Background: an optimization exercise with open tools, aiming at small area, a short achievable clock period and few clock cycles per item. Do not read the settings as production practice. Where RTL was checked, it was by simulation tests only, not by an equivalence proof against the original.

==> run Z: inputs <==
// ex_unit
module ex_unit (
	input  logic      clk,
	input  logic      rst,
	input  logic      req_i,
	output logic      ack_o,
	input  ex_pkg::alusel_t   alusel_i,
	input  ex_pkg::aluop_t    aluop_i,
	input  ex_pkg::word_t     reg1_i,
	input  ex_pkg::word_t     reg2_i,
	input  ex_pkg::reg_addr_t wd_i,
	input  logic      wreg_i,
	output ex_pkg::word_t     wdata_o,
	output ex_pkg::reg_addr_t wd_o,
	output logic      wreg_o,
	output logic      overflow_o
);
clock: 26.0 ns
lec_check: 0
cap_margin: 20
core_margin: 2
core_utilization: 40
slew_margin: 20
run.sh (not shown) runs the stock make flow with config.mk's settings and CLKGATE_MAP_FILE= SYNTH_SCRIPT=/design/flow/synth_recipe.tcl, a recipe that flattens the netlist after the stock synthesis.
==> run M (differences from run Z) <==
--- a/flow/design.v
+++ b/flow/design.v
@@ -22,10 +22,11 @@
 	input  logic [7:0] aluop_i,
 	output logic       plain_o,      
 	output logic       movz_o,
 	output logic       movn_o,
 	output logic       addov_o,      
+	output logic       hilo_rd_o,    
 	output logic       mthi_o,
 	output logic       mtlo_o,
 	output logic       mul_o,        
 	output logic       mul_hilo_o,   
 	output logic       mul_wr_o      
@@ -33,10 +34,11 @@
 	always_comb begin
 		plain_o    = 1'b0;
 		movz_o     = 1'b0;
 		movn_o     = 1'b0;
 		addov_o    = 1'b0;
+		hilo_rd_o  = 1'b0;
 		mthi_o     = 1'b0;
 		mtlo_o     = 1'b0;
 		mul_o      = 1'b0;
 		mul_hilo_o = 1'b0;
 		mul_wr_o   = 1'b0;
@@ -54,11 +56,14 @@
 					default: ;
 				endcase
 			end
 			3'b011: begin
 				case (aluop_i)
-					8'b0001_0000, 8'b0001_0010: plain_o = 1'b1;
+					8'b0001_0000, 8'b0001_0010: begin
+						plain_o   = 1'b1;
+						hilo_rd_o = 1'b1;
+					end
 					8'b0000_1010:           movz_o  = 1'b1;
 					8'b0000_1011:           movn_o  = 1'b1;
 					8'b0001_0001:           mthi_o  = 1'b1;
 					8'b0001_0011:           mtlo_o  = 1'b1;
 					default: ;
@@ -103,46 +108,61 @@
 	assign a  = reg1_i;
 	assign b  = reg2_i;
 	logic        sub;
 	logic        slt_sel;
 	logic        slt_uns;
-	logic [31:0] bx;
-	logic [33:0] sum_w;
-	logic [31:0] r;
-	logic        cout;
+	logic [31:0] g0, p0, r;
+	logic [32:0] c;              
 	logic        lt;
 	assign sub     = op[6] ? (op[3] | (op[1] & op[0])) : op[1];
 	assign slt_sel = op[6] ? (op[3] | (op[1] & op[0])) : op[3];
 	assign slt_uns = op[6] ? op[3] : op[0];
-	assign bx    = b ^ {32{sub}};
-	assign sum_w = {1'b0, a, 1'b1} + {1'b0, bx, sub};
-	assign r     = sum_w[32:1];
-	assign cout  = sum_w[33];
-	assign ovf_o = (a[31] == bx[31]) && (r[31] != a[31]);
-	assign lt    = slt_uns ? ~cout : ((a[31] ^ b[31]) ? a[31] : r[31]);
-	logic [1:0]  lc;
-	logic        lui;
+	logic [33:0] sum_w;
+	assign p0 = (a ^ b) ^ {32{sub}};
+	assign g0 = '0;
+	assign sum_w = {1'b0, a, 1'b1} + {1'b0, b ^ {32{sub}}, sub};
+	assign c[31:0] = sum_w[32:1] ^ p0;
+	assign c[32] = sum_w[33];
+	assign r = p0 ^ c[31:0];
+	assign ovf_o = c[31] ^ c[32];
+	assign lt    = slt_uns ? ~c[32] : (r[31] ^ ovf_o);
+	logic [3:0]  tt;
 	logic [31:0] lres;
-	assign lc  = op[6] ? (op[1:0] - 2'd1) : op[1:0];
-	assign lui = op[6] & op[2];
 	always_comb begin
-		case (lc)
-			2'd0:    lres = a & b;
-			2'd1:    lres = a | b;
-			2'd2:    lres = a ^ b;
-			default: lres = ~(a | b);
+		case (alusel_i[1:0])
+			2'b01: begin
+				if (op[6]) begin
+					case (op[2:0])
+						3'b001:  tt = 4'b1000;   
+						3'b010:  tt = 4'b1110;   
+						3'b011:  tt = 4'b0110;   
+						default: tt = 4'b1100;   
+					endcase
+				end else begin
+					case (op[1:0])
+						2'b00:   tt = 4'b1000;   
+						2'b01:   tt = 4'b1110;   
+						2'b10:   tt = 4'b0110;   
+						default: tt = 4'b0001;   
+					endcase
+				end
+			end
+			2'b11:   tt = 4'b1100;               
+			default: tt = 4'b1010;               
 		endcase
-		if (lui)
-			lres = a;
+		for (int i = 0; i < 32; i++)
+			lres[i] = tt[{a[i], b[i]}];
 	end
 	logic        left;
 	logic        fill;
 	logic [4:0]  s;
 	logic [4:0]  rot;
 	logic [31:0] y;
+	logic [31:0] ml;             
+	logic [31:0] keep;
 	logic [31:0] sres;
-	assign left = ~op[1];
+	assign left = ~op[1] & alusel_i[1] & ~alusel_i[0];
 	assign s    = a[4:0];
 	assign rot  = left ? (5'd0 - s) : s;
 	assign fill = ~left & op[0] & b[31];
 	always_comb begin
 		logic [31:0] t;
@@ -151,21 +171,38 @@
 			if (rot[k])
 				t = (t >> (1 << k)) | (t << (32 - (1 << k)));
 		y = t;
 	end
 	always_comb begin
+		logic [31:0] m;
+		m = 32'd0;
+		m[0] = ~s[0];
+		m[1] = 1'b1;
+		for (int k = 1; k < 5; k++) begin
+			logic [31:0] nm;
+			nm = 32'd0;
+			for (int i = 0; i < (1 << k); i++) begin
+				nm[i]            = ~s[k] & m[i];
+				nm[i + (1 << k)] = ~s[k] | m[i];
+			end
+			m = nm;
+		end
+		ml = m;
+	end
+	always_comb begin
 		for (int i = 0; i < 32; i++) begin
-			logic keep;
-			keep = left ? (5'(i) >= s) : (5'(i) <= ~s);
-			sres[i] = keep ? y[i] : fill;
+			keep[i] = left ? ml[i] : ml[31 - i];
+			sres[i] = keep[i] ? y[i] : fill;
 		end
 	end
 	logic [31:0] cv;
 	logic [7:0]  nz;         
 	logic [1:0]  np [8];     
 	logic [5:0]  cnt;
-	assign cv = op[0] ? ~a : a;
+	logic clo;
+	assign clo = op[0] & op[7] & alusel_i[2];
+	assign cv  = clo ? ~a : a;
 	always_comb begin
 		for (int k = 0; k < 8; k++) begin
 			logic [3:0] n;
 			n = cv[31 - 4*k -: 4];
 			nz[k] = (n == 4'd0);
@@ -174,31 +211,52 @@
 		cnt = 6'd32;
 		for (int k = 7; k >= 0; k--)
 			if (!nz[k])
 				cnt = {1'b0, 3'(k), np[k]};
 	end
+	logic sel_lu, sel_sh, sel_add, sel_lt, sel_cnt, sel_hl;
+	logic sel_hi, sel_lo;
 	always_comb begin
-		if (alusel_i[2]) begin
-			if (op[7])
-				result_o = op[4] ? {26'd0, cnt} : b;
-			else if (op[4] & ~op[6])
-				result_o = b;
-			else if (slt_sel)
-				result_o = {31'd0, lt};
-			else
-				result_o = r;
-		end else if (!alusel_i[1]) begin
-			result_o = lres;
-		end else if (!alusel_i[0]) begin
-			result_o = sres;
-		end else begin
-			if (op[4] & ~op[0])
-				result_o = op[1] ? lo_i : hi_i;
-			else
-				result_o = a;
-		end
+		sel_lu  = 1'b0;
+		sel_sh  = 1'b0;
+		sel_add = 1'b0;
+		sel_lt  = 1'b0;
+		sel_cnt = 1'b0;
+		sel_hl  = 1'b0;
+		case (alusel_i[1:0])
+			2'b01: sel_lu = 1'b1;
+			2'b10: sel_sh = 1'b1;
+			2'b11: begin
+				if (op[4] & ~op[0])
+					sel_hl = 1'b1;
+				else
+					sel_lu = 1'b1;
+			end
+			default: begin
+				if (op[7]) begin
+					if (op[4])
+						sel_cnt = 1'b1;
+					else
+						sel_lu = 1'b1;
+				end else if (op[4] & ~op[6])
+					sel_lu = 1'b1;
+				else if (slt_sel)
+					sel_lt = 1'b1;
+				else
+					sel_add = 1'b1;
+			end
+		endcase
 	end
+	assign sel_hi = sel_hl & ~op[1];
+	assign sel_lo = sel_hl & op[1];
+	assign result_o = ({32{sel_lu}}  & lres) |
+	                  ({32{sel_sh}}  & sres) |
+	                  ({32{sel_add}} & r) |
+	                  ({32{sel_hi}}  & hi_i) |
+	                  ({32{sel_lo}}  & lo_i) |
+	                  {26'd0, {6{sel_cnt}} & cnt} |
+	                  {31'd0, sel_lt & lt};
 	assign b_zero_o = (b == 32'd0);
 endmodule
 `timescale 1ns/1ps
 module mul_iter (
 	input  logic        clk,
@@ -223,12 +281,14 @@
 	logic [33:0] am2;
 	logic        sgn;                 
 	logic        prev;                
 	logic [8:0]  bw;
 	always_ff @(posedge clk) begin
-		am   <= {signed_i & a_i[31], a_i};
-		sgn  <= signed_i;
+		if (!busy_i) begin
+			am  <= {signed_i & a_i[31], a_i};
+			sgn <= signed_i;
+		end
 		prev <= busy_i & bits_i[7];
 	end
 	assign am1    = {am[32], am};
 	assign am2    = {am, 1'b0};
 	assign acc_in = first_i ? 34'd0 : acc;
@@ -282,10 +342,11 @@
 	input  logic        req_i,
 	input  logic        plain_i,
 	input  logic        movz_i,
 	input  logic        movn_i,
 	input  logic        addov_i,
+	input  logic        hilo_rd_i,
 	input  logic        mthi_i,
 	input  logic        mtlo_i,
 	input  logic        mul_i,
 	input  logic        mul_hilo_i,
 	input  logic        mul_wr_i,
@@ -298,74 +359,78 @@
 	input  logic [4:0]  wd_i,
 	input  logic        wreg_i,
 	output logic        mul_busy_o,
 	output logic        mul_first_o,
 	output logic        mul_last_o,
+	output logic [7:0]  mul_bits_o,
 	output logic [31:0] hi_o,
 	output logic [31:0] lo_o,
 	output logic        ack_o,
 	output logic [31:0] wdata_o,
 	output logic [4:0]  wd_o,
 	output logic        wreg_o,
 	output logic        overflow_o
 );
-	logic        busy;
+	logic        busy;       
+	logic        fg;         
 	logic [1:0]  step;
 	logic        last;
-	logic        start;
+	logic        go;         
 	logic        wb_en;
 	logic [31:0] wdata_d;
 	logic        hi_we;
 	logic        lo_we;
 	assign last        = busy & (step == 2'd3);
-	assign start       = ~ack_o & ~busy & req_i;
+	assign go          = ~ack_o & req_i &
+		(~busy | (~fg & ~(mul_i | hilo_rd_i | mthi_i | mtlo_i)));
 	assign mul_busy_o  = busy;
 	assign mul_first_o = (step == 2'd0);
 	assign mul_last_o  = last;
+	assign mul_bits_o  = fg ? wdata_o[7:0] : lo_o[7:0];
 	assign wb_en = wreg_i & (plain_i | mul_wr_i | (movz_i & b_zero_i) |
 		(movn_i & ~b_zero_i) | (addov_i & ~alu_ovf_i));
-	assign wdata_d = busy ? {mul_lo_bits_i, wdata_o[31:8]} : alu_result_i;
-	assign hi_we = (start & mthi_i) | (last & mul_hilo_i);
-	assign lo_we = (start & mtlo_i) | (last & mul_hilo_i);
+	assign wdata_d = (busy & fg) ? {mul_lo_bits_i, wdata_o[31:8]} : alu_result_i;
+	assign hi_we = (go & mthi_i) | (last & ~fg);
+	assign lo_we = (go & (mtlo_i | mul_hilo_i)) | (busy & ~fg);
 	always_ff @(posedge clk) begin
 		if (rst) begin
 			ack_o <= 1'b0;
 			busy  <= 1'b0;
+			fg    <= 1'b0;
 			step  <= 2'd0;
 			hi_o  <= '0;
 			lo_o  <= '0;
 		end else begin
 			if (ack_o) begin
 				if (!req_i)
 					ack_o <= 1'b0;
-			end else if (busy) begin
+			end else if (go) begin
+				ack_o <= ~mul_wr_i;
+			end else if (last & fg) begin
+				ack_o <= 1'b1;
+			end
+			if (busy) begin
 				step <= step + 2'd1;
-				if (last) begin
-					busy  <= 1'b0;
-					ack_o <= 1'b1;
-				end
-			end else if (req_i) begin
-				if (mul_i) begin
-					busy <= 1'b1;
-					step <= 2'd0;
-				end else begin
-					ack_o <= 1'b1;
-				end
+				if (last)
+					busy <= 1'b0;
+			end else if (go & mul_i) begin
+				busy <= 1'b1;
+				fg   <= mul_wr_i;
+				step <= 2'd0;
 			end
 			if (hi_we)
 				hi_o <= mthi_i ? reg1_i : mul_hi_i;
 			if (lo_we)
-				lo_o <= wdata_d;
+				lo_o <= busy ? {mul_lo_bits_i, lo_o[31:8]} : alu_result_i;
 		end
 	end
 	always_ff @(posedge clk) begin
-		if (!ack_o) begin
-			wdata_o    <= wdata_d;
-			wreg_o     <= wb_en;
-			wd_o       <= wb_en ? wd_i : 5'd0;
-			overflow_o <= addov_i & alu_ovf_i;
-		end
+		if (!ack_o)
+			wdata_o <= wdata_d;
+		wreg_o     <= wb_en;
+		wd_o       <= wb_en ? wd_i : 5'd0;
+		overflow_o <= addov_i & alu_ovf_i;
 	end
 endmodule
 `timescale 1ns/1ps
 module ex_unit (
 	input  logic      clk,
@@ -381,17 +446,18 @@
 	output ex_pkg::word_t     wdata_o,
 	output ex_pkg::reg_addr_t wd_o,
 	output logic      wreg_o,
 	output logic      overflow_o
 );
-	logic        plain, movz, movn, addov, mthi, mtlo, mul, mul_hilo, mul_wr;
+	logic        plain, movz, movn, addov, hilo_rd, mthi, mtlo, mul, mul_hilo, mul_wr;
 	logic [31:0] alu_result;
 	logic        alu_ovf;
 	logic        b_zero;
 	logic        mul_busy;
 	logic        mul_first;
 	logic        mul_last;
+	logic [7:0]  mul_bits;
 	logic        mul_signed;
 	logic [7:0]  mul_lo_bits;
 	logic [31:0] mul_hi;
 	logic [31:0] hi_q;
 	logic [31:0] lo_q;
@@ -400,10 +466,11 @@
 		.aluop_i    (aluop_i),
 		.plain_o    (plain),
 		.movz_o     (movz),
 		.movn_o     (movn),
 		.addov_o    (addov),
+		.hilo_rd_o  (hilo_rd),
 		.mthi_o     (mthi),
 		.mtlo_o     (mtlo),
 		.mul_o      (mul),
 		.mul_hilo_o (mul_hilo),
 		.mul_wr_o   (mul_wr)
@@ -425,11 +492,11 @@
 		.busy_i    (mul_busy),
 		.first_i   (mul_first),
 		.last_i    (mul_last),
 		.signed_i  (mul_signed),
 		.a_i       (reg1_i),
-		.bits_i    (wdata_o[7:0]),
+		.bits_i    (mul_bits),
 		.lo_bits_o (mul_lo_bits),
 		.hi_o      (mul_hi)
 	);
 	ex_result u_result (
 		.clk           (clk),
@@ -437,10 +504,11 @@
 		.req_i         (req_i),
 		.plain_i       (plain),
 		.movz_i        (movz),
 		.movn_i        (movn),
 		.addov_i       (addov),
+		.hilo_rd_i     (hilo_rd),
 		.mthi_i        (mthi),
 		.mtlo_i        (mtlo),
 		.mul_i         (mul),
 		.mul_hilo_i    (mul_hilo),
 		.mul_wr_i      (mul_wr),
@@ -453,10 +521,11 @@
 		.wd_i          (wd_i),
 		.wreg_i        (wreg_i),
 		.mul_busy_o    (mul_busy),
 		.mul_first_o   (mul_first),
 		.mul_last_o    (mul_last),
+		.mul_bits_o    (mul_bits),
 		.hi_o          (hi_q),
 		.lo_o          (lo_q),
 		.ack_o         (ack_o),
 		.wdata_o       (wdata_o),
 		.wd_o          (wd_o),
==> flow/config.mk (replaced) <==
export PLATFORM = sky130hd
export DESIGN_NAME = ex_unit
export DESIGN_NICKNAME = ex_unit
export VERILOG_FILES = /design/flow/design.v
export SDC_FILE = /design/flow/constraint.sdc
export NUM_CORES = 4
export LEC_CHECK = 0
export ABC_AREA = 1
export CAP_MARGIN = 20
export CORE_MARGIN = 2
export CORE_UTILIZATION = 40
export SLEW_MARGIN = 20
==> summary.txt <==
outcome=finished clean; largest net degree at the start of global routing=69; clk tree area frac=0.02406; antenna cells=0; layout cells sized above 1=0.04285; post-synthesis xor/xnor area fraction=0.08005; Wirelength per Cell=approximately 24 microns; Non-clock inverters=between 500 and 600; CP required=26,240 ps
(the above is from run M)
==> summary.txt <==
outcome=finished clean; Util after Layout=0.4377; largest net degree at the start of global routing=slightly below 90; Top Layer Used=met5; met3 Resource Use GR=0.05232; layout cells sized above 1=0.06176; clk tree area frac=0.01988; multi-input gates=around 3,000; Wirelength per Cell=~26 microns
(the above is from run Z)
Testbench counts of run Z, summed over its fixed seeds: cycles 13,408, ops 4,800.
No functional check of the RTL was part of run M.

[afterwards: timing with drivers on the ports]
The results above use ideal ports. As a check the final layouts listed here were re-extracted and re-timed, cells and wires unchanged. Step 1 sets driving cells, clkbuf_16 on the clock port and buf_2 on the other inputs (assumed; they add their load-dependent delay and slew). Step 2 adds t to the input delays and takes it off the output delays; t is the mean of the earliest and latest rising clock arrival at the registers after step 1. Input paths then give back, and output paths get back, about the clock's delay inside the block. Three values: ideal, step 1, step 2; two values: the first two.
| run | t, ns | setup WS [ns] | worst setup path after step 2 | latest minus earliest clock arrival (ns) |
|---|---|---|---|---|
| run Z | 0.548 | 15.652 / 15.689 / 15.142 | input to register | 0.019 / 0.019 |
| run M | 0.529 | 16.461 / 16.504 / 15.975 | input to register | 0.017 / 0.018 |
After both steps setup and hold are still met in every run listed. The setup slack of run Z, which loses most, moves by +0.037 ns with the drivers and by -0.510 ns with both steps.
